What follows belongs to an exercise in optimizing a design on an open flow for small area, a short achievable clock period and few clock cycles per item; a production flow would make more cautious choices.
Only simulation tests tie the RTL to the original design; equivalence was not proved.
Power is estimated from default activity; no workload was simulated.

// bimodal_branch_predictor_unit
module bimodal_branch_predictor_unit #(
   parameter int MAX_INDEX_BITS = bbp_pkg::MAX_INDEX_BITS_DEFAULT,
   parameter int COUNT_WIDTH    = bbp_pkg::COUNT_WIDTH_DEFAULT
) (
   input  logic                   clock,
   input  logic                   reset,
   input  logic                   req_valid,
   output logic                   req_ready,
   input  bbp_pkg::addr_type      req_branch_address,
   input  logic                   req_taken,
   output logic                   rsp_valid,
   input  logic                   rsp_ready,
   output logic                   rsp_predicted_taken,
   output logic                   rsp_prediction_correct,
   output bbp_pkg::field_type     rsp_total_branches,
   output bbp_pkg::field_type     rsp_right_taken_count,
   output bbp_pkg::field_type     rsp_wrong_taken_count,
   output bbp_pkg::field_type     rsp_right_not_taken_count,
   output bbp_pkg::field_type     rsp_wrong_not_taken_count,
   input  logic                   csr_write_enable,
   input  bbp_pkg::index_reg_type csr_write_data
);
clock: 5.0 ns
lec_check: 0
cap_margin: 20
core_margin: 2
core_utilization: 65
place_density: 0.72
setup_slack_margin: 2.6
slew_margin: 20
run.sh (not shown) runs the stock make flow with config.mk's settings and CLKGATE_MAP_FILE= SYNTH_SCRIPT=/design/flow/synth_recipe.tcl, a recipe that flattens the netlist after the stock synthesis.
Testbench counts at the start, summed over its fixed seeds: cycles 35,580, items 32,000.
Change:
--- a/flow/config.mk
+++ b/flow/config.mk
@@ -9,5 +9,4 @@
 export CORE_MARGIN = 2
-export CORE_UTILIZATION = 65
-export PLACE_DENSITY = 0.72
-export SETUP_SLACK_MARGIN = 2.6
+export CORE_UTILIZATION = 50
+export PLACE_DENSITY = 0.6
 export SLEW_MARGIN = 20
What happened: The changed run went through all stages and came out clean; setup slack got worse by 840 ps; combinational power decreases by 15%; power went up by 1.1%; critical path depth falls by 3; routed wire length hardly moves; area after synthesis is unchanged; core utilization is lower by 19 points; fmax goes down by 23%; die area climbs by 30%.
Change:
--- a/flow/config.mk
+++ b/flow/config.mk
@@ -11,2 +11,3 @@
 export PLACE_DENSITY = 0.6
+export SETUP_SLACK_MARGIN = 2.6
 export SLEW_MARGIN = 20
=>
- global-route usage rises by 1.4 points
- clock power stays flat
- sequential share of layout area falls by 2.4 points
- fmax rises by 30%
- worst setup slack is better by 870 ps
- first-iteration DRC count rises by 0.79%

* * *

east:
bimodal_branch_predictor_unit, a different RTL version from the one above (not shown whole).
For scale: about 2,400 flip-flops, ~210 I/O pins.
==> flow/config.mk <==
export PLATFORM = sky130hd
export DESIGN_NAME = bimodal_branch_predictor_unit
export DESIGN_NICKNAME = bimodal_branch_predictor_unit
export VERILOG_FILES = /design/flow/design.v
export SDC_FILE = /design/flow/constraint.sdc
export NUM_CORES = 4
export LEC_CHECK = 0
export CAP_MARGIN = 20
export CORE_MARGIN = 2
export CORE_UTILIZATION = 65
export CTS_CLUSTER_DIAMETER = 60
export CTS_CLUSTER_SIZE = 30
export PLACE_DENSITY = 0.72
export SETUP_SLACK_MARGIN = 2.8
export SLEW_MARGIN = 20
==> flow/constraint.sdc <==
create_clock -name core_clock -period 5.0 [get_ports {clock}]
set_input_delay 1.0000 -clock core_clock [delete_from_list [all_inputs] [get_ports {clock}]]
set_output_delay 1.0000 -clock core_clock [all_outputs]
set_load 0.01 [all_outputs]
standard.sh (not shown) runs the stock make flow with config.mk's settings and CLKGATE_MAP_FILE= SYNTH_SCRIPT=/design/flow/synth_recipe.tcl, a recipe that flattens the netlist after the stock synthesis.
==> flow/flow/run.sh <==
#!/bin/bash
set -euo pipefail
export CTS_ARGS="-sink_clustering_enable -repair_clock_nets -sink_clustering_size 30 -sink_clustering_max_diameter 60 -dont_use_dummy_load"
bash standard.sh > standard.log 2>&1
Testbench counts of east, summed over its fixed seeds: cycles 35,595, items 32,000.
#### Input delta (north over east)
# east
export LEC_CHECK = 0
export CAP_MARGIN = 20
export CORE_MARGIN = 2
export CORE_UTILIZATION = 65
export CTS_CLUSTER_DIAMETER = 60
export CTS_CLUSTER_SIZE = 30
export PLACE_DENSITY = 0.72
export SETUP_SLACK_MARGIN = 2.8
export SLEW_MARGIN = 20
create_clock -name core_clock -period 5.0 [get_ports {clock}]
# north
export LEC_CHECK = 0
export CAP_MARGIN = 20
export CORE_MARGIN = 2
export CORE_UTILIZATION = 65
export CTS_CLUSTER_DIAMETER = 60
export CTS_CLUSTER_SIZE = 30
export PLACE_DENSITY = 0.72
export SETUP_SLACK_MARGIN = 3.0
export SLEW_MARGIN = 20
create_clock -name core_clock -period 5.0 [get_ports {clock}]
Notes after the runs:
Taking east as the reference point, the stage delay of the slowest cell on the critical path of north falls by 0.37 ns.
Worst setup path startpoint: b_idx_ff[6] -> east, rsp_pred_ff -> north
Against east, north comes in 1,309 higher on number of global-route vias before repair.
Power dissipated by switching net loads | north above east
| signed area change from the synthesized netlist to the final layout | north vs east | 3.3 points higher |
Between east and north, the post-CTS clock slew at the launch and capture registers of the worst setup and hold paths figures differ only marginally.
Relative to east, the multi-input gate area in the final layout measured on north has increased by a few percent.
north — layout cell share with drive strength beyond 1 4.5 points higher, east as reference
Looking at east and north, the worst hold slack is a wash.
Going from east to north, per-cell via count in the routed design +about 2.4%; routed wire length on met2 climbed 5.6 mm; final worst-path cycle share saw a decrease.

-- afterwards: timing with drivers on the ports --
Ports are ideal in the flow. The routed layouts listed here were re-timed in OpenROAD. Step 1: set_driving_cell puts a clkbuf_16 on clock and a buf_2 on each other input, an assumption about the parent block. Step 2 moves the port delays by t, midway between the first and last clock arrival at a register: inputs arrive t later, outputs are due t later. That takes back most of the time a late clock gives input paths. Slacks: ideal ports / drivers / drivers and shift; pairs: ideal ports / drivers.
run | t, ns | setup WS [ns] | worst slew at a driven data input, ns
the first run of note 1 | 0.920 | 2.136 / 2.136 / 1.552 | 0.12
the second run of note 1 | 0.948 | 1.293 / 1.293 / 1.169 | 0.09
the third run of note 1 | 0.948 | 2.159 / 2.159 / 1.360 | 0.10
east | 0.895 | 2.661 / 2.612 / 2.048 | 0.09
north | 0.887 | 2.674 / 2.594 / 2.206 | 0.10
After both steps setup and hold are still met in every run listed. The setup slack of the third run of note 1, which loses most, moves by 0.000 ns with the drivers and by -0.799 ns with both steps.
